This design comes from an exercise in tuning for small area and a short achievable clock period on the open sky130 flow, not from production work. The RTL was checked by simulation tests, not by an equivalence proof against the original design. Power is estimated from default activity; no workload was simulated.

==> flow/design.v <==
package cc_pkg;
    localparam int LINE_W     = 256;
    localparam int LINE_BYTES = LINE_W / 8;
    typedef logic [LINE_W-1:0] line_t;
    typedef enum logic [3:0] {
        ENC_ZEROS  = 4'd0,
        ENC_REP8   = 4'd1,
        ENC_B8D1   = 4'd2,
        ENC_B4D1   = 4'd3,
        ENC_B8D2   = 4'd4,
        ENC_B2D1   = 4'd5,
        ENC_B4D2   = 4'd6,
        ENC_B8D4   = 4'd7,
        ENC_UNCOMP = 4'd15
    } enc_e;
    localparam int B8D1_X = 8, B8D1_K = 1;
    localparam int B4D1_X = 4, B4D1_K = 1;
    localparam int B8D2_X = 8, B8D2_K = 2;
    localparam int B2D1_X = 2, B2D1_K = 1;
    localparam int B4D2_X = 4, B4D2_K = 2;
    localparam int B8D4_X = 8, B8D4_K = 4;
    localparam int B8D1_BITS = 96;
    localparam int B4D1_BITS = 96;
    localparam int B8D2_BITS = 128;
    localparam int B2D1_BITS = 144;
    localparam int B4D2_BITS = 160;
    localparam int B8D4_BITS = 192;
endpackage
import cc_pkg::*;
module bdi_sub #(
    parameter int N = 32
) (
    input  logic [N-1:0] a,
    input  logic [N-1:0] b,
    output logic [N-1:0] s,
    output logic [N:0]   c,
    output logic [N-1:0] p,
    output logic [N-1:0] g
);
    localparam int LV = (N <= 2) ? 1 : (N <= 4) ? 2 : (N <= 8) ? 3 : (N <= 16) ? 4 : (N <= 32) ? 5 : 6;
    logic [LV:0][N-1:0] gg, pp;
    assign p = ~(a ^ b);
    assign g = a & ~b;
    assign gg[0][0] = a[0] | ~b[0];
    assign pp[0][0] = 1'b0;
    for (genvar j = 1; j < N; j++) begin : g_init
        assign gg[0][j] = g[j];
        assign pp[0][j] = p[j];
    end
    for (genvar l = 0; l < LV; l++) begin : g_lvl
        for (genvar j = 0; j < N; j++) begin : g_bit
            if (((j >> l) & 1) == 1) begin : g_cmb
                localparam int K = ((j >> l) << l) - 1;
                assign gg[l+1][j] = gg[l][j] | (pp[l][j] & gg[l][K]);
                assign pp[l+1][j] = pp[l][j] & pp[l][K];
            end else begin : g_pass
                assign gg[l+1][j] = gg[l][j];
                assign pp[l+1][j] = pp[l][j];
            end
        end
    end
    assign c[0] = 1'b1;
    for (genvar j = 0; j < N; j++) begin : g_out
        assign c[j+1] = gg[LV][j];
        assign s[j]   = p[j] ^ c[j];
    end
endmodule
module bdi_sub_s #(
    parameter int N = 32
) (
    input  logic [N-1:0] a,
    input  logic [N-1:0] b,
    output logic [N-1:0] s,
    output logic         ctop       
);
    logic [N:0]   c;
    logic [N-1:0] p, g;
    localparam int LV = (N <= 2) ? 1 : (N <= 4) ? 2 : (N <= 8) ? 3 : (N <= 16) ? 4 : (N <= 32) ? 5 : 6;
    logic [LV:0][N-1:0] gg, pp;
    assign p = ~(a ^ b);
    assign g = a & ~b;
    assign gg[0][0] = a[0] | ~b[0];
    assign pp[0][0] = 1'b0;
    for (genvar j = 1; j < N; j++) begin : g_init
        assign gg[0][j] = g[j];
        assign pp[0][j] = p[j];
    end
    for (genvar l = 0; l < LV; l++) begin : g_lvl
        for (genvar j = 0; j < N; j++) begin : g_bit
            if (((j >> l) & 1) == 1) begin : g_cmb
                localparam int K = ((j >> l) << l) - 1;
                assign gg[l+1][j] = gg[l][j] | (pp[l][j] & gg[l][K]);
                assign pp[l+1][j] = pp[l][j] & pp[l][K];
            end else begin : g_pass
                assign gg[l+1][j] = gg[l][j];
                assign pp[l+1][j] = pp[l][j];
            end
        end
    end
    assign c[0] = 1'b1;
    for (genvar j = 0; j < N; j++) begin : g_out
        assign c[j+1] = gg[LV][j];
        assign s[j]   = p[j] ^ c[j];
    end
    assign ctop = c[N-1];
endmodule
module bdi_same #(
    parameter int L = 7,
    parameter int H = 15
) (
    input  logic [H:L] p,
    input  logic [H:L] g,
    output logic       zall,
    output logic       oall
);
    logic [H-1:L] zt, ot;
    for (genvar j = L; j < H; j++) begin : g_t
        assign zt[j] = ~(p[j+1] ^ (g[j] | p[j]));
        assign ot[j] = p[j+1] ^ g[j];
    end
    assign zall = &zt;
    assign oall = &ot;
endmodule
module bdi_step #(
    parameter int N   = 32,
    parameter bit INC = 1
) (
    input  logic [N-1:0] x,
    input  logic         en,
    output logic [N-1:0] y
);
    localparam int LV = (N <= 2) ? 1 : (N <= 4) ? 2 : (N <= 8) ? 3 : (N <= 16) ? 4 : (N <= 32) ? 5 : 6;
    logic [N-1:0] t;
    logic [LV:0][N-1:0] pa;
    assign t = INC ? x : ~x;
    assign pa[0] = t;
    for (genvar l = 0; l < LV; l++) begin : g_lvl
        for (genvar j = 0; j < N; j++) begin : g_bit
            if (((j >> l) & 1) == 1) begin : g_cmb
                assign pa[l+1][j] = pa[l][j] & pa[l][((j >> l) << l) - 1];
            end else begin : g_pass
                assign pa[l+1][j] = pa[l][j];
            end
        end
    end
    assign y[0] = x[0] ^ en;
    for (genvar j = 1; j < N; j++) begin : g_b
        assign y[j] = x[j] ^ (en & pa[LV][j-1]);
    end
endmodule
module bdi_hi_eq #(
    parameter int N = 32
) (
    input  logic [N-1:0] e_hi,
    input  logic [N-1:0] c0,
    input  logic [N-1:0] c1,
    output logic         eq0,
    output logic         eq1
);
    assign eq0 = (e_hi == c0);
    assign eq1 = (e_hi == c1);
endmodule
module bdi_front (
    input  logic [255:0] line,
    output logic [7:0]   fit,       
    output logic [95:0]  d8,        
    output logic [63:0]  d4,        
    output logic [63:0]  d2         
);
    logic [63:0] b8;
    logic [31:0] b4;
    logic [15:0] b2;
    assign b8 = line[63:0];
    assign b4 = line[31:0];
    assign b2 = line[15:0];
    logic [31:0] k8_0, k8_1;
    logic [15:0] k4_0, k4_1;
    logic [7:0]  k2_0, k2_1;
    bdi_step #(.N(32), .INC(0)) u_k80 (.x(b8[63:32]), .en(~b8[31]), .y(k8_0));
    bdi_step #(.N(32), .INC(1)) u_k81 (.x(b8[63:32]), .en(b8[31]),  .y(k8_1));
    bdi_step #(.N(16), .INC(0)) u_k40 (.x(b4[31:16]), .en(~b4[15]), .y(k4_0));
    bdi_step #(.N(16), .INC(1)) u_k41 (.x(b4[31:16]), .en(b4[15]),  .y(k4_1));
    bdi_step #(.N(8),  .INC(0)) u_k20 (.x(b2[15:8]),  .en(~b2[7]),  .y(k2_0));
    bdi_step #(.N(8),  .INC(1)) u_k21 (.x(b2[15:8]),  .en(b2[7]),   .y(k2_1));
    logic [3:0]  f8d1, f8d2, f8d4;
    logic [7:0]  f4d1, f4d2;
    logic [15:0] f2d1;
    logic [3:1]  z8;       
    assign f8d1[0] = 1'b1; assign f8d2[0] = 1'b1; assign f8d4[0] = 1'b1;
    assign f4d1[0] = 1'b1; assign f4d2[0] = 1'b1; assign f2d1[0] = 1'b1;
    for (genvar i = 1; i < 4; i++) begin : g8
        logic [63:0] e;
        logic [31:0] s, p, g;
        logic [32:0] c;
        logic        brw, hi, s7, s15, eq0, eq1, z7, o7, z15, o15;
        assign e = line[64*i +: 64];
        bdi_sub #(.N(32)) u_sub (.a(e[31:0]), .b(b8[31:0]), .s(s), .c(c), .p(p), .g(g));
        assign brw = ~((e[31] & b8[31]) | ((e[31] ^ b8[31]) & c[31]));
        bdi_hi_eq #(.N(32)) u_hi (.e_hi(e[63:32]), .c0(k8_0), .c1(k8_1), .eq0(eq0), .eq1(eq1));
        assign hi = brw ? eq1 : eq0;
        bdi_same #(.L(15), .H(31)) u_s15 (.p(p[31:15]), .g(g[31:15]), .zall(z15), .oall(o15));
        bdi_same #(.L(7),  .H(15)) u_s7  (.p(p[15:7]),  .g(g[15:7]),  .zall(z7),  .oall(o7));
        assign s15 = (c[15] ~^ p[15]) ? z15 : o15;
        assign s7  = (c[7] ~^ p[7]) ? z7 : o7;
        assign f8d4[i] = hi;
        assign f8d2[i] = hi & s15;
        assign f8d1[i] = hi & s15 & s7;
        assign f4d2[2*i] = s15;
        assign f4d1[2*i] = s15 & s7;
        assign f2d1[4*i] = s7;
        assign z8[i] = hi & (&p);
        assign d8[32*(i-1) +: 32] = s;
    end
    for (genvar i = 1; i < 8; i += 2) begin : g4
        logic [31:0] e;
        logic [15:0] s, p, g;
        logic [16:0] c;
        logic        brw, hi, s7, eq0, eq1, z7, o7;
        assign e = line[32*i +: 32];
        bdi_sub #(.N(16)) u_sub (.a(e[15:0]), .b(b4[15:0]), .s(s), .c(c), .p(p), .g(g));
        assign brw = ~((e[15] & b4[15]) | ((e[15] ^ b4[15]) & c[15]));
        bdi_hi_eq #(.N(16)) u_hi (.e_hi(e[31:16]), .c0(k4_0), .c1(k4_1), .eq0(eq0), .eq1(eq1));
        assign hi = brw ? eq1 : eq0;
        bdi_same #(.L(7), .H(15)) u_s7 (.p(p[15:7]), .g(g[15:7]), .zall(z7), .oall(o7));
        assign s7 = (c[7] ~^ p[7]) ? z7 : o7;
        assign f4d2[i] = hi;
        assign f4d1[i] = hi & s7;
        assign f2d1[2*i] = s7;
        assign d4[16*(i-1)/2 +: 16] = s;
    end
    for (genvar i = 1; i < 16; i += 2) begin : g2
        logic [15:0] e;
        logic [7:0]  s;
        logic        c7, brw, eq0, eq1;
        assign e = line[16*i +: 16];
        bdi_sub_s #(.N(8)) u_sub (.a(e[7:0]), .b(b2[7:0]), .s(s), .ctop(c7));
        assign brw = ~((e[7] & b2[7]) | ((e[7] ^ b2[7]) & c7));
        bdi_hi_eq #(.N(8)) u_hi (.e_hi(e[15:8]), .c0(k2_0), .c1(k2_1), .eq0(eq0), .eq1(eq1));
        assign f2d1[i] = brw ? eq1 : eq0;
        assign d2[8*(i-1)/2 +: 8] = s;
    end
    logic fit8d1, fit8d2, fit8d4, fit4d1, fit4d2, fit2d1, is_rep8, is_zero;
    assign fit8d1  = &f8d1;
    assign fit8d2  = &f8d2;
    assign fit8d4  = &f8d4;
    assign fit4d1  = &f4d1;
    assign fit4d2  = &f4d2;
    assign fit2d1  = &f2d1;
    assign is_rep8 = &z8;
    assign is_zero = is_rep8 & ~(|b8);
    assign fit = {is_zero, is_rep8, fit8d1, fit4d1, fit8d2, fit2d1, fit4d2, fit8d4};
endmodule
module bdi_decide (
    input  logic [7:0] fit,
    output logic [3:0] enc,
    output logic [8:0] sel        
);
    logic is_zero, is_rep8, fit8d1, fit4d1, fit8d2, fit2d1, fit4d2, fit8d4;
    assign {is_zero, is_rep8, fit8d1, fit4d1, fit8d2, fit2d1, fit4d2, fit8d4} = fit;
    logic s_rep8, s_8d1, s_4d1, s_8d2, s_2d1, s_4d2, s_8d4, s_unc;
    assign s_rep8 = is_rep8 & ~is_zero;
    assign s_8d1  = fit8d1 & ~is_rep8;
    assign s_4d1  = fit4d1 & ~fit8d1;
    assign s_8d2  = fit8d2 & ~fit8d1 & ~fit4d1;
    assign s_2d1  = fit2d1 & ~fit8d2 & ~fit4d1;
    assign s_4d2  = fit4d2 & ~fit4d1 & ~fit8d2 & ~fit2d1;
    assign s_8d4  = fit8d4 & ~fit4d2 & ~fit8d2 & ~fit2d1;
    assign s_unc  = ~fit8d4 & ~fit4d2 & ~fit2d1;
    assign enc[0] = s_rep8 | s_4d1 | s_2d1 | s_8d4 | s_unc;
    assign enc[1] = s_8d1 | s_4d1 | s_4d2 | s_8d4 | s_unc;
    assign enc[2] = s_8d2 | s_2d1 | s_4d2 | s_8d4 | s_unc;
    assign enc[3] = s_unc;
    assign sel = {s_2d1, s_4d1, s_4d2, s_8d1, s_8d2, s_8d4,
                  s_unc,
                  ~(s_4d1 | s_4d2 | s_2d1),
                  ~s_2d1};
endmodule
module bdi_payload (
    input  logic [255:0] line,
    input  logic [8:0]   sel,
    input  logic [95:0]  d8,
    input  logic [63:0]  d4,
    input  logic [63:0]  d2,
    output logic [255:0] payload
);
    logic s_8d4, s_8d2, s_8d1, s_4d2, s_4d1, s_2d1, k_hi, k_mid, k_lo;
    assign {s_2d1, s_4d1, s_4d2, s_8d1, s_8d2, s_8d4, k_hi, k_mid, k_lo} = sel;
    logic [3:0][31:0]  e8;
    logic [7:0][15:0]  e4;
    logic [15:0][7:0]  e2;
    assign e8[0] = '0;
    for (genvar i = 1; i < 4; i++) begin : g8
        assign e8[i] = d8[32*(i-1) +: 32];
    end
    assign e4[0] = '0;
    for (genvar i = 1; i < 8; i++) begin : g4
        if (i % 2 == 1) begin : g_odd
            assign e4[i] = d4[16*(i-1)/2 +: 16];
        end else begin : g_even
            assign e4[i] = e8[i/2][15:0];
        end
    end
    assign e2[0] = '0;
    for (genvar i = 1; i < 16; i++) begin : g2
        if (i % 2 == 1) begin : g_odd
            assign e2[i] = d2[8*(i-1)/2 +: 8];
        end else begin : g_even
            assign e2[i] = e4[i/2][7:0];
        end
    end
    logic [255:0] p8d1, p8d2, p8d4, p4d1, p4d2, p2d1;
    always_comb begin
        p8d1 = '0; p8d2 = '0; p8d4 = '0; p4d1 = '0; p4d2 = '0; p2d1 = '0;
        for (int i = 0; i < 4; i++) begin
            p8d1[64 + 8*i  +: 8]  = e8[i][7:0];
            p8d2[64 + 16*i +: 16] = e8[i][15:0];
            p8d4[64 + 32*i +: 32] = e8[i];
        end
        for (int i = 0; i < 8; i++) begin
            p4d1[32 + 8*i  +: 8]  = e4[i][7:0];
            p4d2[32 + 16*i +: 16] = e4[i];
        end
        for (int i = 0; i < 16; i++) begin
            p2d1[16 + 8*i +: 8] = e2[i];
        end
    end
    for (genvar j = 0; j < 256; j++) begin : g_bit
        logic keep;
        if (j < 16) begin : g_a
            assign keep = 1'b1;
        end else if (j < 32) begin : g_b
            assign keep = k_lo;
        end else if (j < 64) begin : g_c
            assign keep = k_mid;
        end else begin : g_d
            assign keep = k_hi;
        end
        assign payload[j] = (keep & line[j])
                          | (s_8d1 & p8d1[j]) | (s_8d2 & p8d2[j]) | (s_8d4 & p8d4[j])
                          | (s_4d1 & p4d1[j]) | (s_4d2 & p4d2[j]) | (s_2d1 & p2d1[j]);
    end
endmodule
import cc_pkg::*;
module compressor_unit
(
    input  logic              clock,
    input  logic              reset_n,
    input  logic [LINE_W-1:0] UnCompressedCache,
    output logic [LINE_W-1:0] CompressedCache,
    output logic [3:0]        Encoding,
    output logic [LINE_W-1:0] DeCompressedCache
);
    logic [7:0]    w_fit;
    logic [3:0]    w_enc;
    logic [8:0]    w_sel;
    logic [95:0]   w_d8;
    logic [63:0]   w_d4;
    logic [63:0]   w_d2;
    cc_pkg::line_t r_line;
    logic [7:0]    r_fit;
    logic [95:0]   r_d8;
    logic [63:0]   r_d4;
    logic [63:0]   r_d2;
    cc_pkg::line_t r_decomp;
    bdi_front u_front (
        .line (UnCompressedCache),
        .fit  (w_fit),
        .d8   (w_d8),
        .d4   (w_d4),
        .d2   (w_d2)
    );
    always_ff @(posedge clock or negedge reset_n) begin
        if (!reset_n) begin
            r_line   <= '0;
            r_fit    <= '1;      
            r_decomp <= '0;
        end else begin
            r_line   <= UnCompressedCache;
            r_fit    <= w_fit;
            r_decomp <= r_line;
        end
    end
    always_ff @(posedge clock) begin
        r_d8 <= w_d8;
        r_d4 <= w_d4;
        r_d2 <= w_d2;
    end
    bdi_decide u_decide (
        .fit (r_fit),
        .enc (w_enc),
        .sel (w_sel)
    );
    bdi_payload u_payload (
        .line    (r_line),
        .sel     (w_sel),
        .d8      (r_d8),
        .d4      (r_d4),
        .d2      (r_d2),
        .payload (CompressedCache)
    );
    assign Encoding          = w_enc;
    assign DeCompressedCache = r_decomp;
endmodule
==> flow/flow/run.sh <==
#!/bin/bash
# Layout flow: the standard synthesis and ORFS layout, with these changes to
# how the layout is made:
#  - the clock tree gets no dummy balancing loads;
#  - ports are buffered with buf_2 instead of the delay cell buffer_ports picks,
#    and the round-trip outputs (a full cycle of slack) with buf_1;
#  - timing repair may change a cell's footprint and aims for a setup margin,
#    so the design is pushed below the clock period it must meet.
# Each step's full output goes to its own log in this folder (and ORFS keeps
# its per-stage logs under orfs/logs).
set -euo pipefail
MARGIN=${MARGIN:-6.6}
bash standard.sh synth > log_synth.txt 2>&1
export BUFFER_PORTS_ARGS="-buffer_cell sky130_fd_sc_hd__buf_2"
export POST_GLOBAL_PLACE_TCL="$PWD/flow/dcbuf.tcl"
# clock tree without the dummy loads CTS adds for balancing
export CTS_ARGS="-sink_clustering_enable -repair_clock_nets -dont_use_dummy_load -sink_clustering_size 16 -sink_clustering_max_diameter 60 -buf_list {sky130_fd_sc_hd__clkbuf_8} -root_buf sky130_fd_sc_hd__clkbuf_16"
for step in floorplan place cts route finish; do
  bash standard.sh MATCH_CELL_FOOTPRINT=0 SETUP_SLACK_MARGIN=$MARGIN $step > log_$step.txt 2>&1
done
test -s out/final.def
==> flow/flow/dcbuf.tcl <==
# The round-trip outputs have a full cycle of slack: give their port buffers
# the smallest buffer.
set n 0
foreach bterm [[ord::get_db_block] getBTerms] {
  if { ![string match "DeCompressedCache*" [$bterm getName]] } { continue }
  set net [$bterm getNet]
  foreach iterm [$net getITerms] {
    set inst [$iterm getInst]
    if { [[$inst getMaster] getName] == "sky130_fd_sc_hd__buf_2" } {
      replace_cell [$inst getName] sky130_fd_sc_hd__buf_1
      incr n
    }
  }
}
puts "round-trip port buffers downsized: $n"
==> flow/standard.sh <==
#!/bin/bash
# synth_recipe.tcl (not shown) runs the flow's synth.tcl, then flattens the netlist and writes it again
# the make line also repeats each setting of config.mk as NAME=value (left out here)
make -C /OpenROAD-flow-scripts/flow DESIGN_CONFIG=/design/flow/config.mk WORK_HOME=/design/flow/orfs CLKGATE_MAP_FILE= SYNTH_SCRIPT=/design/flow/synth_recipe.tcl "${@:-finish}"
==> flow/config.mk <==
export PLATFORM = sky130hd
export DESIGN_NAME = compressor_unit
export DESIGN_NICKNAME = compressor_unit
export VERILOG_FILES = /design/flow/design.v
export SDC_FILE = /design/flow/constraint.sdc
export NUM_CORES = 8
export LEC_CHECK = 0
export CAP_MARGIN = 20
export CORE_MARGIN = 2
export CORE_UTILIZATION = 40
export SLEW_MARGIN = 20
export SYNTH_HIERARCHICAL = 1
==> flow/constraint.sdc <==
create_clock -name core_clock -period 12.0 [get_ports {clock}]
set_input_delay 2.4000 -clock core_clock [delete_from_list [all_inputs] [get_ports {clock}]]
set_output_delay 2.4000 -clock core_clock [all_outputs]
set_load 0.01 [all_outputs]
==> flow_metrics.py, run 1 <==
metrics = {
    "floorplanning": {
        "io_pins": 774,
        "placeableCoreArea_um2": 102200,
        "die_w_um": 325.6,
        "floorplan.rows": 117,
        "floorplan.die_area_um2": 106000,
        "chipHeight_um": 325.6,
        "start_util_pct": 40.49,
    },
    "sta": {
        "timing.max_slew.rel_slack_pct": 21.13,
        "maxClockFrequency_ghz": 0.1815,
        "post-route-min-period_ns": 5.510,
        "layout_setup_ws_ns": 6.490,
        "tns_ns": 0,
        "tightestPinTransition_ns": 1.179,
        "rsz_0062_raised_after_global_routing": "yes",
        "timing.final.crit_share_pct": 45.92,
        "finalSetupViolations": 0,
        "hold_viol": 0,
        "final_max_slew_viols": 0,
        "finClkSkew_ns": 0.06485,
    },
    "cts": {
        "cts_hold_repair.buffers": 0,
        "cts_buffers": 72,
        "cts-root-buf": "sky130_fd_sc_hd__clkbuf_16",
        "cts.htree.levels": 3,
        "insertion_delay_ns": 0.65,
        "clock_path_buffers": 3,
        "numClockSinks": 744,
        "clock_tree_from_tritoncts": "yes",
        "clk_pin_slew_worst_paths_ns": 0.09,
    },
    "worst_setup_path": {
        "crit_path_end_kind": "flip-flop",
        "critical_path_peak_fanout": 21,
        "crit_path_start_kind": "input port",
        "worst_setup_path_type": "input port to flip-flop",
        "critPathRequiredTime_ns": 12.55,
        "arrival_ns": 6.06,
    },
    "detailed_routing": {
        "dr.pass1.iters": 9,
        "drt_iter0_markers": 5200,
        "routed_wirelength_normalized_by_instance_count_um": 32.59,
        "detailroute.via_count": 36020,
        "highest_metal_used": "met5",
        "wirelength_um": 197900,
        "met2WireLength_um": 87950,
        "met3_wirelength_um": 19940,
        "drc": 0,
        "route.detailed.vias_per_inst": 5.932,
        "drtAntennaViolNets": 0,
        "detail_route.wirelength.met1_um": 80490,
    },
    "final_layout": {
        "multiInputGateArea_um2": 22430,
        "commonest_cells_after_routing_fill_and_taps_aside": "sky130_fd_sc_hd__dfrtp_1, sky130_fd_sc_hd__buf_2, sky130_fd_sc_hd__xor2_1, sky130_fd_sc_hd__inv_1, sky130_fd_sc_hd__xnor2_1",
        "fillCellCount": 9892,
        "layout_commonest_cell": "sky130_fd_sc_hd__dfrtp_1",
        "fraction_of_final_layout_cells_with_drive_strength_greater_than_1_pct": 19.31,
        "finalNetCount": 5237,
        "number_of_non_filler_instances_in_the_completed_layout": 6072,
        "syn2layout_area_growth_pct": 17.15,
        "area.sequential_um2": 17510,
    },
    "power_and_ir_drop": {
        "comb_power_share_pct": 25.5,
        "internal_power_uw": 3891,
        "p_switching_uw": 2072,
        "total_power_density_per_cell_area_nw_per_um2": 123.0,
        "switching_share_pct": 34.74,
        "max-vdd-ir-drop_v": 0.00009169,
        "clockPowerShare_pct": 24.6,
        "seq_power_share_pct": 49.9,
        "p_leak_uw": 0.02184,
    },
    "synth": {
        "syn_inst": 3896,
        "mappedNetlistNets": 4434,
        "post_synth.cell_area_avg_um2": 10.62,
        "yosys_warnings": 8,
        "synth_area_um2": 41370,
    },
    "placement": {
        "portBuffers": 773,
        "dp_hpwl_um": 148400,
        "post_place_setup_slack_ns": 5.214,
        "post-place-cells": 5964,
    },
    "global_routing": {
        "first_pass_grt_wire_length_um": 270700,
        "grt_max_degree": 160,
        "antenna_found_initial": 31,
        "grt_overflow": 0,
        "vias_in_the_first_global_route": 34680,
        "grt_use_total_pct": 36.20,
    },
    "status": {
        "outcome": "finished clean",
    },
    "job": {
        "max_cap_violations": 0,
    },
    "worst_hold_path": {
        "worstHoldPathType": "flip-flop to flip-flop",
    },
}
==> metal layers <==
layer  track usage (%)  up-vias
met2             55.86     2339
met4             15.47       20
met1             48.81    17900
met3             8.178      477
li1                  -    15280
met5                 0        -
==> power groups by stage <==
stage	clock (uW)	sequential, uW	combinational [uW]
global route	1590	2980	1610
finish	1470	2980	1520
CTS	1490	2970	1470
floorplan	0	2900	816
global placement	0	3010	1460
detailed placement	0	3020	1450
==> final cells by class <==
cell class / count / share of cell area [%]
multi-input cells: 2687 / 46.29
flip-flops and latches: 744 / 36.12
repair buffers: 842 / 9.023
well taps: 1368 / 3.532
inverters: 352 / 2.742
clock buffers: 72 / 2.254
diodes: 7 / 0.03614
==> per-stage QoR <==
stage	power, uW	util, %	hold slack [ns]	area, um^2
floorplan	3712	-	0.3461	41460
global placement	4476	45.70	0.3485	46690
detailed placement	4468	45.38	0.3543	46370
CTS	5929	46.92	0.3600	47950
global route	6177	47.41	0.3599	48450
finish	5963	47.43	0.3552	48460
==> critical path: stages <==
cell,delay [ns]
sky130_fd_sc_hd__buf_2,0.08
sky130_fd_sc_hd__buf_6,0.31
sky130_fd_sc_hd__inv_1,0.15
sky130_fd_sc_hd__ha_1,0.32
sky130_fd_sc_hd__o211ai_1,0.14
sky130_fd_sc_hd__nor3_2,0.11
sky130_fd_sc_hd__o21ai_2,0.31
sky130_fd_sc_hd__a31oi_4,0.14
sky130_fd_sc_hd__o211a_1,0.28
sky130_fd_sc_hd__o41a_1,0.44
sky130_fd_sc_hd__or2_1,0.27
sky130_fd_sc_hd__a21oi_4,0.21
sky130_fd_sc_hd__mux2i_1,0.12
sky130_fd_sc_hd__or3_4,0.46
sky130_fd_sc_hd__nor3_1,0.25
==> path summary, 6_finish.rpt <==
kind	slack (ns)	endpoint	cells after the start	start
max	6.49	r_fit[5]$_DFF_PN1_	15	UnCompressedCache[4]
min	0.36	r_decomp[18]$_DFF_PN0_	0	r_line[18]$_DFF_PN0_
max reg2reg	11.30	r_decomp[122]$_DFF_PN0_	0	r_line[122]$_DFF_PN0_
min reg2reg	0.36	r_decomp[18]$_DFF_PN0_	0	r_line[18]$_DFF_PN0_
max in group asynchronous	8.09	r_decomp[101]$_DFF_PN0_	3	reset_n
min in group asynchronous	1.75	r_decomp[29]$_DFF_PN0_	1	reset_n
==> timing repair <==
item / in CTS / in global routing
gates cloned: 1 / 1
setup buffers: 14 / 13
resized for setup: 94 / 74
setup endpoints to repair: 128 / 22
pin swaps: 9 / 21
==> state kept, by name (all words and copies together), names as in the netlist <==
name,cells
r_d8,96
r_d2,64
r_d4,64
r_fit,8
r_decomp,256
r_line,256
==> inputs of run 2 (changes only) <==
--- a/flow/flow/run.sh
+++ b/flow/flow/run.sh
@@ -9,7 +9,7 @@
 # Each step's full output goes to its own log in this folder (and ORFS keeps
 # its per-stage logs under orfs/logs).
 set -euo pipefail
-MARGIN=${MARGIN:-6.6}
+MARGIN=${MARGIN:-6.95}
 bash standard.sh synth > log_synth.txt 2>&1
 export BUFFER_PORTS_ARGS="-buffer_cell sky130_fd_sc_hd__buf_2"
 export POST_GLOBAL_PLACE_TCL="$PWD/flow/dcbuf.tcl"
==> flow_metrics.py, run 2 <==
metrics = {
    "worst_setup_path": {
        "crit_path_end_kind": "primary output",
        "critPathRequiredTime_ns": 9.60,
        "arrival_ns": 3.00,
        "worst-path-buf-inv": 3,
        "critical-path-top-delay-family": "compound AO/OA/AOI/OAI gates",
        "setup.worst_path.start": "r_fit[3]$_DFF_PN1_",
        "max_stage_delay_ns": 0.87,
        "timing.critical_path.slowest_stage_cell": "sky130_fd_sc_hd__a222oi_1",
        "path_cells": "or3b_4 > clkinv_8 > buf_16 > a222oi_1 > nand2_1 > buf_2",
        "worst_setup_path_type": "flip-flop to primary output",
        "critical_path_peak_fanout": 4,
        "reg2reg_from": "r_line[105]$_DFF_PN0_",
        "crit_path_start_kind": "flip-flop",
    },
    "sta": {
        "finClkSkew_ns": 0.05403,
        "maxClockFrequency_ghz": 0.1852,
        "hold_viol": 0,
        "timing.max_slew.rel_slack_pct": 22.46,
        "rsz_0062_raised_after_global_routing": "yes",
        "finalSetupViolations": 0,
        "post-route-min-period_ns": 5.398,
        "tns_ns": 0,
        "layout_setup_ws_ns": 6.602,
        "tightestPinTransition_ns": 1.159,
        "final_max_slew_viols": 0,
        "timing.final.crit_share_pct": 44.99,
    },
    "cts": {
        "insertion_delay_ns": 0.63,
        "cts-root-buf": "sky130_fd_sc_hd__clkbuf_16",
        "numClockSinks": 744,
        "cts_buffers": 73,
        "clk_pin_slew_worst_paths_ns": 0.09,
        "cts_hold_repair.buffers": 0,
        "cts.htree.levels": 3,
        "clock_path_buffers": 3,
        "clock_tree_from_tritoncts": "yes",
    },
    "floorplanning": {
        "chipHeight_um": 325.6,
        "io_pins": 774,
        "floorplan.die_area_um2": 106000,
        "floorplan.rows": 117,
        "start_util_pct": 40.49,
        "die_w_um": 325.6,
        "placeableCoreArea_um2": 102200,
    },
    "power_and_ir_drop": {
        "total_power_density_per_cell_area_nw_per_um2": 119.3,
        "p_leak_uw": 0.02269,
        "max-vdd-ir-drop_v": 0.00008952,
    },
    "final_layout": {
        "layout_commonest_cell": "sky130_fd_sc_hd__dfrtp_1",
        "fillCellCount": 9781,
        "fraction_of_final_layout_cells_with_drive_strength_greater_than_1_pct": 22.76,
        "commonest_cells_after_routing_fill_and_taps_aside": "sky130_fd_sc_hd__dfrtp_1, sky130_fd_sc_hd__xor2_1, sky130_fd_sc_hd__buf_2, sky130_fd_sc_hd__inv_1, sky130_fd_sc_hd__xnor2_1",
        "syn2layout_area_growth_pct": 22.24,
        "finalNetCount": 5337,
        "reg_top3": "r_decomp: 256 flops, r_line: 256 flops, r_d8: 96 flops",
    },
    "detailed_routing": {
        "detailroute.via_count": 36720,
        "drc": 0,
        "wirelength_um": 200700,
        "routed_wirelength_normalized_by_instance_count_um": 32.50,
        "drtAntennaViolNets": 0,
        "dr.pass1.iters": 13,
        "drt_iter0_markers": 4976,
        "route.detailed.vias_per_inst": 5.948,
    },
    "global_routing": {
        "first_pass_grt_wire_length_um": 273100,
        "grt_max_degree": 159,
        "vias_in_the_first_global_route": 35070,
        "grt_use_total_pct": 36.56,
        "antenna_found_initial": 15,
        "grt_overflow": 0,
    },
    "placement": {
        "post_place_setup_slack_ns": 5.419,
        "dp_hpwl_um": 144000,
        "portBuffers": 773,
    },
    "synth": {
        "syn_inst": 3896,
        "mappedNetlistNets": 4434,
        "post_synth.cell_area_avg_um2": 10.62,
        "yosys_warnings": 8,
        "synth_area_um2": 41370,
    },
    "status": {
        "outcome": "finished clean",
    },
    "worst_hold_path": {
        "hp-start": "r_line[206]$_DFF_PN0_",
        "worstHoldPathType": "flip-flop to flip-flop",
    },
    "job": {
        "max_cap_violations": 0,
    },
}
==> run 2: what timing repair did <==
| item | in CTS | in global routing |
|---|---|---|
| resized for setup | 328 | 83 |
| pin swaps | 102 | 50 |
| buffers inserted | 86 | 24 |
| cloned | 22 | 3 |
| endpoints found under the setup margin | 152 | 88 |
==> run 2: layout make-up <==
class / instances / area, um^2 / share of cell area, %
Sequential cell: 744 / 17510 / 34.62
Timing Repair inverter: 1 / 8.758 / 0.01732
Multi-Input combinational cell: 2686 / 22920 / 45.33
Clock buffer: 73 / 1106 / 2.187
Inverter: 352 / 1344 / 2.657
Antenna cell: 9 / 22.52 / 0.04454
Timing Repair Buffer: 941 / 5946 / 11.76
Tap cell: 1368 / 1712 / 3.385
==> run 2: stage by stage <==
step	hold slack [ns]	cells	utilization (%)	area, um^2	total power, uW
2_1_floorplan	0.3461	3896	-	41550	3714
3_3_place_gp	0.3487	5956	45.72	46720	4460
3_5_place_dp	0.3521	5956	45.41	46400	4453
4_1_cts	0.3430	6137	48.80	49860	5983
5_1_grt	0.3376	6166	49.47	50550	6223
6_report	0.3409	6174	49.49	50570	6033
==> run 2: final timing paths <==
kind                                           end  slack (ns)  cells after the start
hold / removal             r_decomp[206]$_DFF_PN0_        0.34                      0
hold reg to reg            r_decomp[206]$_DFF_PN0_        0.34                      0
min in group asynchronous  r_decomp[251]$_DFF_PN0_        1.82                      1
setup / recovery              CompressedCache[110]        6.60                      6
max in group asynchronous     r_line[77]$_DFF_PN0_        7.91                      3
setup reg to reg           r_decomp[105]$_DFF_PN0_       11.17                      0
==> run 2: power by group <==
part           total, uW  leakage [uW]  internal, uW  switching (uW)
logic               1560        0.0142           579             985
clock network       1480      0.000571           612             873
registers           2980       0.00794          2740             241
total               6030        0.0227          3930            2100
==> run 2: per-layer routing <==
metal,GRT usage (%),share of wire (%)
met1,48.62,40
met2,55.61,44
met3,7.533,10
met4,20.27,6.5
met5,0,0.028
==> inputs of run 3 (changes only) <==
--- a/flow/flow/run.sh
+++ b/flow/flow/run.sh
@@ -9,7 +9,7 @@
 # Each step's full output goes to its own log in this folder (and ORFS keeps
 # its per-stage logs under orfs/logs).
 set -euo pipefail
-MARGIN=${MARGIN:-6.95}
+MARGIN=${MARGIN:-6.8}
 bash standard.sh synth > log_synth.txt 2>&1
 export BUFFER_PORTS_ARGS="-buffer_cell sky130_fd_sc_hd__buf_2"
 export POST_GLOBAL_PLACE_TCL="$PWD/flow/dcbuf.tcl"
==> flow_metrics.py, run 3 <==
metrics = {
    "status": {
        "outcome": "finished clean",
    },
    "floorplanning": {
        "io_pins": 774,
        "floorplan.rows": 117,
        "chipHeight_um": 325.6,
        "placeableCoreArea_um2": 102200,
        "die_w_um": 325.6,
        "start_util_pct": 40.49,
        "floorplan.die_area_um2": 106000,
    },
    "sta": {
        "timing.final.crit_share_pct": 44.34,
        "finalSetupViolations": 0,
        "hold_viol": 0,
        "timing.max_slew.rel_slack_pct": 21.23,
        "rsz_0062_raised_after_global_routing": "yes",
        "post-route-min-period_ns": 5.321,
        "maxClockFrequency_ghz": 0.1879,
        "finClkSkew_ns": 0.05595,
        "tightestPinTransition_ns": 1.182,
        "final_max_slew_viols": 0,
        "tns_ns": 0,
        "layout_setup_ws_ns": 6.679,
    },
    "worst_setup_path": {
        "crit_path_start_kind": "flip-flop",
        "critPathRequiredTime_ns": 9.60,
        "critical_path_peak_fanout": 8,
        "worst_setup_path_type": "flip-flop to primary output",
        "crit_path_end_kind": "primary output",
        "arrival_ns": 2.92,
    },
    "cts": {
        "clock_path_buffers": 3,
        "clk_pin_slew_worst_paths_ns": 0.10,
        "cts_hold_repair.buffers": 0,
        "numClockSinks": 744,
        "insertion_delay_ns": 0.63,
        "clock_tree_from_tritoncts": "yes",
        "cts-root-buf": "sky130_fd_sc_hd__clkbuf_16",
        "cts_buffers": 75,
        "cts.htree.levels": 3,
    },
    "synth": {
        "mappedNetlistNets": 4434,
        "syn_inst": 3896,
        "synth_area_um2": 41370,
        "yosys_warnings": 8,
        "post_synth.cell_area_avg_um2": 10.62,
    },
    "power_and_ir_drop": {
        "p_total_uw": 6004,
        "p_leak_uw": 0.02232,
        "max-vdd-ir-drop_v": 0.00009523,
        "total_power_density_per_cell_area_nw_per_um2": 121.0,
    },
    "final_layout": {
        "commonest_cells_after_routing_fill_and_taps_aside": "sky130_fd_sc_hd__dfrtp_1, sky130_fd_sc_hd__buf_2, sky130_fd_sc_hd__xor2_1, sky130_fd_sc_hd__inv_1, sky130_fd_sc_hd__xnor2_1",
        "layout_commonest_cell": "sky130_fd_sc_hd__dfrtp_1",
        "reg_top3": "r_decomp: 256 flops, r_line: 256 flops, r_d8: 96 flops",
        "fillCellCount": 9918,
        "syn2layout_area_growth_pct": 19.97,
        "finalNetCount": 5304,
        "fraction_of_final_layout_cells_with_drive_strength_greater_than_1_pct": 21.18,
    },
    "detailed_routing": {
        "dr.pass1.iters": 9,
        "wirelength_um": 195900,
        "drtAntennaViolNets": 0,
        "drc": 0,
        "routed_wirelength_normalized_by_instance_count_um": 31.91,
        "detailroute.via_count": 36220,
        "route.detailed.vias_per_inst": 5.898,
        "drt_iter0_markers": 4775,
    },
    "global_routing": {
        "first_pass_grt_wire_length_um": 265700,
        "grt_use_total_pct": 35.33,
        "antenna_found_initial": 20,
        "grt_max_degree": 167,
        "vias_in_the_first_global_route": 34310,
        "grt_overflow": 0,
    },
    "placement": {
        "dp_hpwl_um": 143700,
        "portBuffers": 773,
        "post_place_setup_slack_ns": 5.393,
    },
    "worst_hold_path": {
        "worstHoldPathType": "flip-flop to flip-flop",
    },
    "job": {
        "max_cap_violations": 0,
    },
}
## run 3: what timing repair did
action	CTS	global route
gates cloned	7	9
buffers inserted	31	48
hold endpoints to repair	0	0
resized for setup	164	118
pin swaps	20	34
endpoints found under the setup margin	178	18
## run 3: final cells by class
class	instances	area, um^2	area share (%)
repair inverters	1	8.758	0.01765
diodes	8	20.02	0.04034
inverters	352	1346	2.713
flip-flops and latches	744	17510	35.27
multi-input cells	2687	22640	45.63
repair buffers	905	5259	10.60
clock buffers	75	1134	2.284
well taps	1368	1712	3.449
## run 3: path summary, 6_finish.rpt
| path | startpoint | endpoint | slack (ns) | cells after the start |
|---|---|---|---|---|
| worst max-delay path | r_fit[4]$_DFF_PN1_ | CompressedCache[108] | 6.68 | 6 |
| worst min-delay path | r_line[199]$_DFF_PN0_ | r_decomp[199]$_DFF_PN0_ | 0.32 | 0 |
| worst max register to register | r_line[110]$_DFF_PN0_ | r_decomp[110]$_DFF_PN0_ | 11.21 | 0 |
| worst min register to register | r_line[199]$_DFF_PN0_ | r_decomp[199]$_DFF_PN0_ | 0.32 | 0 |
| max in group asynchronous | reset_n | r_line[103]$_DFF_PN0_ | 7.94 | 3 |
| min in group asynchronous | reset_n | r_line[223]$_DFF_PN0_ | 1.82 | 1 |
## run 3: critical path, cell delays in order (launching register included)
cell                       delay [ns]
sky130_fd_sc_hd__dfstp_2         0.58
sky130_fd_sc_hd__or3b_4          0.25
sky130_fd_sc_hd__clkinv_8        0.12
sky130_fd_sc_hd__buf_16          0.15
sky130_fd_sc_hd__a222oi_1        0.71
sky130_fd_sc_hd__nand2_1         0.26
sky130_fd_sc_hd__buf_2           0.22
## run 3: stage by stage
step / instances / area, um^2 / util (%) / hold WS, ns
3_5_place_dp: 5962 / 46410 / 45.42 / 0.3521
3_3_place_gp: 5961 / 46720 / 45.73 / 0.3489
6_report: 6140 / 49630 / 48.57 / 0.3208
4_1_cts: 6075 / 48540 / 47.50 / 0.3245
2_1_floorplan: 3896 / 41520 / - / 0.3461
5_1_grt: 6134 / 49620 / 48.56 / 0.3234
## run 3: metal layers
metal | global-route usage (%) | wire length (um) | up-vias
met2 | 54.57 | 86900 | 2270
li1 | - | - | 15420
met3 | 9.024 | 21710 | 467
met4 | 15.11 | 10250 | 16
met5 | 0 | 105 | -
met1 | 46.96 | 76960 | 18040
## run 3: power breakdown
| part | internal, uW | leakage [uW] | total [uW] | switching, uW |
|---|---|---|---|---|
| Sequential | 2740 | 0.00794 | 2980 | 234 |
| Combinational | 561 | 0.0138 | 1540 | 975 |
| Clock | 626 | 0.000585 | 1490 | 864 |
==> inputs of run 4 (changes only) <==
--- a/flow/flow/run.sh
+++ b/flow/flow/run.sh
@@ -5,7 +5,8 @@
 #  - ports are buffered with buf_2 instead of the delay cell buffer_ports picks,
 #    and the round-trip outputs (a full cycle of slack) with buf_1;
 #  - timing repair may change a cell's footprint and aims for a setup margin,
-#    so the design is pushed below the clock period it must meet.
+#    so the design is pushed below the clock period it must meet; it works
+#    on the worst tenth of the failing endpoints.
 # Each step's full output goes to its own log in this folder (and ORFS keeps
 # its per-stage logs under orfs/logs).
 set -euo pipefail
@@ -16,6 +17,6 @@
 # clock tree without the dummy loads CTS adds for balancing
 export CTS_ARGS="-sink_clustering_enable -repair_clock_nets -dont_use_dummy_load -sink_clustering_size 16 -sink_clustering_max_diameter 60 -buf_list {sky130_fd_sc_hd__clkbuf_8} -root_buf sky130_fd_sc_hd__clkbuf_16"
 for step in floorplan place cts route finish; do
-  bash standard.sh MATCH_CELL_FOOTPRINT=0 SETUP_SLACK_MARGIN=$MARGIN $step > log_$step.txt 2>&1
+  bash standard.sh MATCH_CELL_FOOTPRINT=0 SETUP_SLACK_MARGIN=$MARGIN TNS_END_PERCENT=10 $step > log_$step.txt 2>&1
 done
 test -s out/final.def
==> flow_metrics.py, run 4 <==
metrics = {
    "status": {
        "outcome": "finished clean",
    },
    "cts": {
        "cts.htree.levels": 3,
        "clock_path_buffers": 3,
        "cts-root-buf": "sky130_fd_sc_hd__clkbuf_16",
        "insertion_delay_ns": 0.66,
        "clk_pin_slew_worst_paths_ns": 0.09,
        "clock_tree_from_tritoncts": "yes",
        "cts_buffers": 76,
        "numClockSinks": 744,
    },
    "floorplanning": {
        "die_w_um": 325.6,
        "start_util_pct": 40.49,
        "io_pins": 774,
        "floorplan.rows": 117,
        "floorplan.die_area_um2": 106000,
        "chipHeight_um": 325.6,
        "placeableCoreArea_um2": 102200,
    },
    "global_routing": {
        "vias_in_the_first_global_route": 34720,
        "grt_use_total_pct": 35.71,
        "antenna_found_initial": 35,
        "first_pass_grt_wire_length_um": 268500,
        "grt_overflow": 0,
        "grt_max_degree": 162,
    },
    "synth": {
        "synth_area_um2": 41370,
        "yosys_warnings": 8,
        "post_synth.cell_area_avg_um2": 10.62,
        "mappedNetlistNets": 4434,
        "syn_inst": 3896,
    },
    "worst_setup_path": {
        "arrival_ns": 5.84,
        "critPathRequiredTime_ns": 12.51,
        "crit_path_start_kind": "input port",
        "critical_path_peak_fanout": 19,
        "worst_setup_path_type": "input port to flip-flop",
        "crit_path_end_kind": "flip-flop",
    },
    "detailed_routing": {
        "dr.pass1.iters": 10,
        "detailroute.via_count": 36390,
        "drt_iter0_markers": 5162,
        "wirelength_um": 195000,
        "route.detailed.vias_per_inst": 5.954,
        "drc": 0,
        "drtAntennaViolNets": 0,
        "routed_wirelength_normalized_by_instance_count_um": 31.91,
    },
    "sta": {
        "fin_worst_hold_slack_ns": 0.3053,
        "rsz_0062_raised_after_global_routing": "yes",
        "finalSetupViolations": 0,
        "tns_ns": 0,
        "final_max_slew_viols": 0,
        "finClkSkew_ns": 0.05839,
        "tightestPinTransition_ns": 1.001,
        "maxClockFrequency_ghz": 0.1874,
        "hold_viol": 0,
        "timing.final.crit_share_pct": 44.48,
        "timing.max_slew.rel_slack_pct": 33.24,
        "post-route-min-period_ns": 5.337,
    },
    "final_layout": {
        "finalNetCount": 5274,
        "fillCellCount": 9699,
        "commonest_cells_after_routing_fill_and_taps_aside": "sky130_fd_sc_hd__dfrtp_1, sky130_fd_sc_hd__buf_2, sky130_fd_sc_hd__xor2_1, sky130_fd_sc_hd__inv_1, sky130_fd_sc_hd__xnor2_1",
        "number_of_non_filler_instances_in_the_completed_layout": 6112,
        "layout_commonest_cell": "sky130_fd_sc_hd__dfrtp_1",
        "syn2layout_area_growth_pct": 18.49,
        "reg_top3": "r_decomp: 256 flops, r_line: 256 flops, r_d8: 96 flops",
        "fraction_of_final_layout_cells_with_drive_strength_greater_than_1_pct": 20.15,
        "area.sequential_um2": 17510,
        "multiInputGateArea_um2": 22530,
    },
    "worst_hold_path": {
        "worstHoldPathType": "flip-flop to flip-flop",
    },
    "power_and_ir_drop": {
        "clockPowerShare_pct": 25.1,
        "p_switching_uw": 2078,
        "p_leak_uw": 0.02210,
        "switching_share_pct": 34.59,
        "total_power_density_per_cell_area_nw_per_um2": 122.5,
        "seq_power_share_pct": 49.5,
        "p_total_uw": 6006,
        "comb_power_share_pct": 25.4,
        "internal_power_uw": 3929,
        "max-vdd-ir-drop_v": 0.00009049,
    },
    "placement": {
        "portBuffers": 773,
        "post-place-cells": 5965,
        "dp_hpwl_um": 146500,
    },
    "job": {
        "max_cap_violations": 0,
    },
}
-- run 4: cell count changes in the layout (fill, tap and decap cells not counted), sizes merged --
cell,change
clkinv,-1
inv,+2
buf,-19
clkbuf,-12
diode,+2
-- run 4: final timing paths --
| kind | startpoint | end | slack [ns] | depth (start not counted) |
|---|---|---|---|---|
| min in group asynchronous | reset_n | r_line[22]$_DFF_PN0_ | 1.76 | 1 |
| min reg2reg | r_line[239]$_DFF_PN0_ | r_decomp[239]$_DFF_PN0_ | 0.31 | 0 |
| max in group asynchronous | reset_n | r_line[1]$_DFF_PN0_ | 7.84 | 3 |
| max | UnCompressedCache[15] | r_fit[4]$_DFF_PN1_ | 6.66 | 13 |
| min | r_line[239]$_DFF_PN0_ | r_decomp[239]$_DFF_PN0_ | 0.31 | 0 |
| max reg2reg | r_line[175]$_DFF_PN0_ | r_decomp[175]$_DFF_PN0_ | 11.25 | 0 |
-- run 4: final cells by class --
type	count	share of cell area [%]
multi-input cells	2687	45.96
flip-flops and latches	744	35.71
repair buffers	873	9.643
well taps	1368	3.492
inverters	352	2.754
clock buffers	76	2.341
diodes	10	0.05105
repair inverters	2	0.04594
-- run 4: timing repair --
action | 4_1_cts | 5_1_grt
pin swaps | 39 | 28
endpoints found under the setup margin | 177 | 32
buffers inserted | 33 | 21
cloned | 7 | 0
hold buffers | 0 | 0
resized for setup | 156 | 78
-- run 4: power groups by stage --
stage | clock network (uW) | registers (uW) | logic (uW)
floorplan | 0 | 2900 | 815
global placement | 0 | 3000 | 1460
detailed placement | 0 | 3000 | 1450
CTS | 1530 | 2950 | 1480
global route | 1620 | 2970 | 1620
finish | 1510 | 2970 | 1530
-- run 4: through the flow --
stage	instance area, um^2	util, %	setup WS [ns]
after global placement	46650	45.66	5.237
after CTS	48460	47.42	6.752
after floorplan	41410	-	6.482
after global routing	49010	47.96	6.603
final	49020	47.97	6.663
after detailed placement	46330	45.35	5.231
-- run 4: worst max-delay path, cell delays in order --
cell and delay [ns]:
sky130_fd_sc_hd__buf_2 0.11, sky130_fd_sc_hd__buf_12 0.15, sky130_fd_sc_hd__inv_4 0.09, sky130_fd_sc_hd__or4b_4 0.49, sky130_fd_sc_hd__or3_4 0.45, sky130_fd_sc_hd__or3_4 0.44
sky130_fd_sc_hd__xnor2_4 0.24, sky130_fd_sc_hd__xnor2_1 0.15, sky130_fd_sc_hd__nand4_1 0.12, sky130_fd_sc_hd__nor4_2 0.38, sky130_fd_sc_hd__mux2i_1 0.12, sky130_fd_sc_hd__or4_4 0.50
sky130_fd_sc_hd__nor4_4 0.15
-- run 4: metal layers --
| metal | up-vias | wire length (um) | track usage, % |
|---|---|---|---|
| met1 | 18040 | 77630 | 48.02 |
| met3 | 519 | 20960 | 8.349 |
| met2 | 2465 | 85110 | 54.11 |
| met4 | 26 | 11170 | 17.33 |
| met5 | - | 180 | 0 |
| li1 | 15340 | - | - |
==> inputs of run 5 (changes only) <==
--- a/flow/flow/run.sh
+++ b/flow/flow/run.sh
@@ -10,7 +10,7 @@
 # Each step's full output goes to its own log in this folder (and ORFS keeps
 # its per-stage logs under orfs/logs).
 set -euo pipefail
-MARGIN=${MARGIN:-6.8}
+MARGIN=${MARGIN:-7.2}
 bash standard.sh synth > log_synth.txt 2>&1
 export BUFFER_PORTS_ARGS="-buffer_cell sky130_fd_sc_hd__buf_2"
 export POST_GLOBAL_PLACE_TCL="$PWD/flow/dcbuf.tcl"
==> flow_metrics.py, run 5 <==
metrics = {
    "status": {
        "outcome": "finished clean",
    },
    "synth": {
        "syn_inst": 3896,
        "mappedNetlistNets": 4434,
        "post_synth.cell_area_avg_um2": 10.62,
        "yosys_warnings": 8,
        "synth_area_um2": 41370,
    },
    "worst_hold_path": {
        "hp-start": "r_line[239]$_DFF_PN0_",
        "worstHoldPathType": "flip-flop to flip-flop",
        "worst_hold_path.num_cells": 0,
    },
    "final_layout": {
        "finalNetCount": 5378,
        "fillCellCount": 9544,
        "area.sequential_um2": 17510,
        "layout_commonest_cell": "sky130_fd_sc_hd__dfrtp_1",
        "commonest_cells_after_routing_fill_and_taps_aside": "sky130_fd_sc_hd__dfrtp_1, sky130_fd_sc_hd__buf_2, sky130_fd_sc_hd__xor2_1, sky130_fd_sc_hd__inv_1, sky130_fd_sc_hd__xnor2_1",
        "syn2layout_area_growth_pct": 22.51,
        "reg_top3": "r_decomp: 256 flops, r_line: 256 flops, r_d8: 96 flops",
        "fraction_of_final_layout_cells_with_drive_strength_greater_than_1_pct": 22.57,
        "multiInputGateArea_um2": 22780,
    },
    "detailed_routing": {
        "drt_iter0_markers": 5109,
        "dr.pass1.iters": 9,
        "wirelength_um": 201800,
        "drtAntennaViolNets": 0,
        "routed_wirelength_normalized_by_instance_count_um": 32.49,
        "detailroute.via_count": 37160,
        "route.detailed.vias_per_inst": 5.982,
        "drc": 0,
    },
    "sta": {
        "final_max_slew_viols": 0,
        "rsz_0062_raised_after_global_routing": "yes",
        "maxClockFrequency_ghz": 0.1886,
        "tns_ns": 0,
        "timing.final.crit_share_pct": 44.19,
        "finalSetupViolations": 0,
        "hold_viol": 0,
        "finClkSkew_ns": 0.05673,
        "tightestPinTransition_ns": 1.000,
        "timing.max_slew.rel_slack_pct": 33.31,
        "fin_worst_hold_slack_ns": 0.3014,
        "post-route-min-period_ns": 5.303,
    },
    "worst_setup_path": {
        "crit_path_end_kind": "flip-flop",
        "worst-path-buf-inv": 2,
        "critical_path_peak_fanout": 6,
        "critPathRequiredTime_ns": 12.50,
        "path_cells": "buf_6 > buf_12 > or4b_4 > or3_4 > or3_4 > xnor2_4 > xnor2_1 > nand4_1 > nor4_2 > mux2i_1 > or4_4 > nor4_4",
        "arrival_ns": 5.81,
        "max_stage_delay_ns": 0.61,
        "worst_r2r_path_depth": 0,
        "critical-path-top-delay-family": "simple AND/OR/NAND/NOR gates",
        "timing.critical_path.slowest_stage_cell": "sky130_fd_sc_hd__or4_4",
        "setup.worst_path.start": "UnCompressedCache[16]",
        "cp_common_cell": "sky130_fd_sc_hd__or3_4",
        "worst_setup_path_type": "input port to flip-flop",
        "reg2reg_from": "r_line[175]$_DFF_PN0_",
        "cp.depth": 12,
        "crit_path_start_kind": "input port",
    },
    "cts": {
        "numClockSinks": 744,
        "cts-root-buf": "sky130_fd_sc_hd__clkbuf_16",
        "clk_pin_slew_worst_paths_ns": 0.09,
        "clock_path_buffers": 3,
        "clock_tree_from_tritoncts": "yes",
        "cts_buffers": 76,
        "insertion_delay_ns": 0.66,
        "cts.htree.levels": 3,
    },
    "floorplanning": {
        "start_util_pct": 40.49,
        "floorplan.rows": 117,
        "chipHeight_um": 325.6,
        "die_w_um": 325.6,
        "placeableCoreArea_um2": 102200,
        "floorplan.die_area_um2": 106000,
        "io_pins": 774,
    },
    "global_routing": {
        "grt_overflow": 0,
        "grt_max_degree": 162,
        "antenna_found_initial": 33,
        "first_pass_grt_wire_length_um": 273900,
        "vias_in_the_first_global_route": 35280,
        "grt_use_total_pct": 36.53,
    },
    "placement": {
        "dp_hpwl_um": 146500,
        "portBuffers": 773,
    },
    "job": {
        "max_cap_violations": 0,
    },
    "power_and_ir_drop": {
        "total_power_density_per_cell_area_nw_per_um2": 119.1,
        "p_leak_uw": 0.02286,
        "max-vdd-ir-drop_v": 0.00009009,
        "p_total_uw": 6038,
    },
}
==> run 5: layout make-up <==
type,instances,area share (%)
Timing Repair inverter,2,0.05431
Antenna cell,7,0.03456
Inverter,352,2.683
Timing Repair Buffer,977,12.10
Tap cell,1368,3.377
Multi-Input combinational cell,2687,44.94
Sequential cell,744,34.54
Clock buffer,76,2.264
==> run 5: path summary, 6_finish.rpt <==
kind                                                end  slack, ns
worst max-delay path                 r_fit[4]$_DFF_PN1_       6.70
worst min-delay path            r_decomp[239]$_DFF_PN0_       0.30
worst max register to register  r_decomp[175]$_DFF_PN0_      11.25
worst min register to register  r_decomp[239]$_DFF_PN0_       0.30
max in group asynchronous           r_line[1]$_DFF_PN0_       7.83
min in group asynchronous          r_line[22]$_DFF_PN0_       1.75
==> run 5: through the flow <==
stage	cells	area, um^2	utilization [%]	setup WS (ns)
floorplan	3896	41410	-	6.482
global placement	5965	46650	45.66	5.237
detailed placement	5965	46330	45.35	5.231
CTS	6131	49430	48.37	6.783
global route	6209	50670	49.59	6.668
finish	6213	50680	49.60	6.697
==> run 5: repair_timing <==
item,in CTS,in global routing
hold buffers,0,0
hold endpoints to repair,0,0
setup endpoints to repair,219,184
pin swaps,65,57
cloned,24,4
resized for setup,236,127
buffers inserted,66,71
==> run 5: metal layers <==
metal / vias to the layer above / GRT usage, % / wire length (um)
met5: - / 0 / 206
met4: 24 / 18.81 / 12110
met2: 2584 / 55.13 / 88250
met1: 18450 / 48.51 / 78990
met3: 570 / 9.146 / 22280
li1: 15540 / - / -
==> run 5: power breakdown <==
group | total (uW) | switching, uW | internal [uW]
combinational | 1550 | 982 | 566
clock | 1510 | 878 | 633
sequential | 2980 | 236 | 2740
==> inputs of run 6 (changes only) <==
--- a/flow/flow/run.sh
+++ b/flow/flow/run.sh
@@ -10,13 +10,13 @@
 # Each step's full output goes to its own log in this folder (and ORFS keeps
 # its per-stage logs under orfs/logs).
 set -euo pipefail
-MARGIN=${MARGIN:-7.2}
+MARGIN=${MARGIN:-7.0}
 bash standard.sh synth > log_synth.txt 2>&1
 export BUFFER_PORTS_ARGS="-buffer_cell sky130_fd_sc_hd__buf_2"
 export POST_GLOBAL_PLACE_TCL="$PWD/flow/dcbuf.tcl"
 # clock tree without the dummy loads CTS adds for balancing
 export CTS_ARGS="-sink_clustering_enable -repair_clock_nets -dont_use_dummy_load -sink_clustering_size 16 -sink_clustering_max_diameter 60 -buf_list {sky130_fd_sc_hd__clkbuf_8} -root_buf sky130_fd_sc_hd__clkbuf_16"
 for step in floorplan place cts route finish; do
-  bash standard.sh MATCH_CELL_FOOTPRINT=0 SETUP_SLACK_MARGIN=$MARGIN TNS_END_PERCENT=10 $step > log_$step.txt 2>&1
+  bash standard.sh MATCH_CELL_FOOTPRINT=0 SETUP_SLACK_MARGIN=$MARGIN TNS_END_PERCENT=30 $step > log_$step.txt 2>&1
 done
 test -s out/final.def
==> flow_metrics.py, run 6 <==
metrics = {
    "synth": {
        "post_synth.cell_area_avg_um2": 10.62,
        "synth_area_um2": 41370,
        "yosys_warnings": 8,
        "syn_inst": 3896,
        "mappedNetlistNets": 4434,
    },
    "cts": {
        "clk_pin_slew_worst_paths_ns": 0.09,
        "cts_buffers": 74,
        "cts-root-buf": "sky130_fd_sc_hd__clkbuf_16",
        "clock_tree_from_tritoncts": "yes",
        "clock_path_buffers": 3,
        "cts_hold_repair.buffers": 0,
        "insertion_delay_ns": 0.62,
        "numClockSinks": 744,
        "cts.htree.levels": 3,
    },
    "global_routing": {
        "first_pass_grt_wire_length_um": 270900,
        "grt_use_total_pct": 36.08,
        "vias_in_the_first_global_route": 35230,
        "grt_max_degree": 159,
        "antenna_found_initial": 18,
        "grt_overflow": 0,
    },
    "floorplanning": {
        "die_w_um": 325.6,
        "io_pins": 774,
        "placeableCoreArea_um2": 102200,
        "chipHeight_um": 325.6,
        "floorplan.die_area_um2": 106000,
        "start_util_pct": 40.49,
        "floorplan.rows": 117,
    },
    "power_and_ir_drop": {
        "clockPowerShare_pct": 24.4,
        "max-vdd-ir-drop_v": 0.00008488,
        "internal_power_uw": 3952,
        "seq_power_share_pct": 49.4,
        "switching_share_pct": 34.49,
        "p_leak_uw": 0.02283,
        "p_switching_uw": 2081,
        "total_power_density_per_cell_area_nw_per_um2": 119.1,
        "comb_power_share_pct": 26.2,
    },
    "final_layout": {
        "multiInputGateArea_um2": 22870,
        "commonest_cells_after_routing_fill_and_taps_aside": "sky130_fd_sc_hd__dfrtp_1, sky130_fd_sc_hd__buf_2, sky130_fd_sc_hd__xor2_1, sky130_fd_sc_hd__inv_1, sky130_fd_sc_hd__xnor2_1",
        "finalNetCount": 5375,
        "final_util_pct": 49.58,
        "number_of_non_filler_instances_in_the_completed_layout": 6211,
        "syn2layout_area_growth_pct": 22.46,
        "fraction_of_final_layout_cells_with_drive_strength_greater_than_1_pct": 22.56,
        "layout_commonest_cell": "sky130_fd_sc_hd__dfrtp_1",
        "fillCellCount": 9700,
        "post-route-cell-area_um2": 50660,
        "reg_top3": "r_decomp: 256 flops, r_line: 256 flops, r_d8: 96 flops",
        "area.sequential_um2": 17510,
    },
    "worst_setup_path": {
        "arrival_ns": 5.72,
        "worst_setup_path_type": "input port to flip-flop",
        "critPathRequiredTime_ns": 12.50,
        "crit_path_start_kind": "input port",
        "crit_path_end_kind": "flip-flop",
        "critical_path_peak_fanout": 14,
    },
    "sta": {
        "final_max_slew_viols": 0,
        "rsz_0062_raised_after_global_routing": "yes",
        "post-route-min-period_ns": 5.220,
        "maxClockFrequency_ghz": 0.1916,
        "tns_ns": 0,
        "tightestPinTransition_ns": 0.9907,
        "timing.final.crit_share_pct": 43.50,
        "finalSetupViolations": 0,
        "timing.max_slew.rel_slack_pct": 33.96,
        "hold_viol": 0,
        "fin_worst_hold_slack_ns": 0.3179,
        "finClkSkew_ns": 0.04720,
    },
    "worst_hold_path": {
        "worstHoldPathType": "flip-flop to flip-flop",
    },
    "job": {
        "max_cap_violations": 0,
    },
    "status": {
        "outcome": "finished clean",
    },
    "placement": {
        "post-place-cells": 5960,
        "portBuffers": 773,
        "dp_hpwl_um": 142900,
        "placed_cell_area_um2": 46400,
    },
    "detailed_routing": {
        "wirelength_um": 201200,
        "route.detailed.vias_per_inst": 5.967,
        "drc": 0,
        "drtAntennaViolNets": 0,
        "drt_iter0_markers": 4888,
        "routed_wirelength_normalized_by_instance_count_um": 32.39,
        "detailroute.via_count": 37060,
        "dr.pass1.iters": 10,
    },
}
[run 6: critical path, stage by stage]
cell	delay [ns]
sky130_fd_sc_hd__buf_6	0.14
sky130_fd_sc_hd__or3_4	0.38
sky130_fd_sc_hd__or3_1	0.43
sky130_fd_sc_hd__nor3_1	0.36
sky130_fd_sc_hd__xor2_1	0.43
sky130_fd_sc_hd__xor2_1	0.13
sky130_fd_sc_hd__nor4_1	0.36
sky130_fd_sc_hd__nand4_1	0.21
sky130_fd_sc_hd__nor2_2	0.23
sky130_fd_sc_hd__mux2i_1	0.10
sky130_fd_sc_hd__or3_4	0.39
sky130_fd_sc_hd__nor4_4	0.14
[run 6: final timing paths]
kind	start	end	slack [ns]	cells after the start
min in group asynchronous	reset_n	r_decomp[20]$_DFF_PN0_	1.75	1
hold reg to reg	r_line[206]$_DFF_PN0_	r_decomp[206]$_DFF_PN0_	0.32	0
hold / removal	r_line[206]$_DFF_PN0_	r_decomp[206]$_DFF_PN0_	0.32	0
setup / recovery	UnCompressedCache[36]	r_fit[7]$_DFF_PN1_	6.78	12
max in group asynchronous	reset_n	r_line[8]$_DFF_PN0_	8.10	3
setup reg to reg	r_line[108]$_DFF_PN0_	r_decomp[108]$_DFF_PN0_	11.20	0
[run 6: per-layer routing]
layer	GRT usage (%)	share of wire [%]	vias up
met2	53.59	43	2524
met4	20.39	6.3	4
met1	48.11	40	18430
met5	0	0.012	-
li1	-	-	15560
met3	8.738	11	545
[run 6: through the flow]
| step | power [uW] | setup WS, ns |
|---|---|---|
| floorplan | 3713 | 6.482 |
| global placement | 4457 | 5.378 |
| detailed placement | 4454 | 5.336 |
| CTS | 5952 | 6.840 |
| global route | 6233 | 6.755 |
| finish | 6033 | 6.780 |
[run 6: repair_timing]
action | in CTS | in global routing
endpoints found under the setup margin | 177 | 78
buffers inserted | 49 | 99
gates resized for setup | 211 | 163
pin swaps | 38 | 73
cloned | 15 | 6
[run 6: cell type report]
cell class,count,area share (%)
Tap cell,1368,3.379
Sequential cell,744,34.56
Timing Repair inverter,1,0.01729
Inverter,352,2.687
Timing Repair Buffer,976,11.96
Multi-Input combinational cell,2688,45.15
Antenna cell,8,0.03951
Clock buffer,74,2.210
[run 6: power groups by stage]
| stage | Sequential [uW] | Combinational [uW] | Clock (uW) |
|---|---|---|---|
| global route | 2980 | 1660 | 1590 |
| floorplan | 2900 | 817 | 0 |
| CTS | 2960 | 1490 | 1500 |
| detailed placement | 3010 | 1440 | 0 |
| finish | 2980 | 1580 | 1480 |
| global placement | 3010 | 1450 | 0 |

==> what the ideal ports hide <==
How much do the figures lean on ideal ports? The routed layouts below were timed once more, with nothing changed but the port constraints.
Step 1 assumes that a clkbuf_16 drives the clock port and a buf_2 every other input.
Step 2 times the ports against the registers' clock, not the clock port: input delays grow and output delays shrink by t, the midpoint of the rising clock arrivals with the driver on.
Slacks: ideal / step 1 / step 2; pairs: ideal / step 1.
run	t (ns)	setup WS [ns]	latest minus earliest clock arrival (ns)	cell pins on the clock port's net
run 1	0.691	6.490 / 6.528 / 5.838	0.073 / 0.073	1
run 2	0.682	6.602 / 6.531 / 6.149	0.076 / 0.077	1
run 3	0.673	6.679 / 6.608 / 6.084	0.124 / 0.124	1
run 4	0.688	6.663 / 6.607 / 6.014	0.102 / 0.102	1
run 5	0.690	6.697 / 6.707 / 6.039	0.101 / 0.101	1
run 6	0.680	6.780 / 6.734 / 6.054	0.083 / 0.083	1
After both steps every run listed still meets setup and hold. For run 6, which loses most, drivers alone change the setup slack by -0.046 ns; drivers and shift together by -0.726 ns.
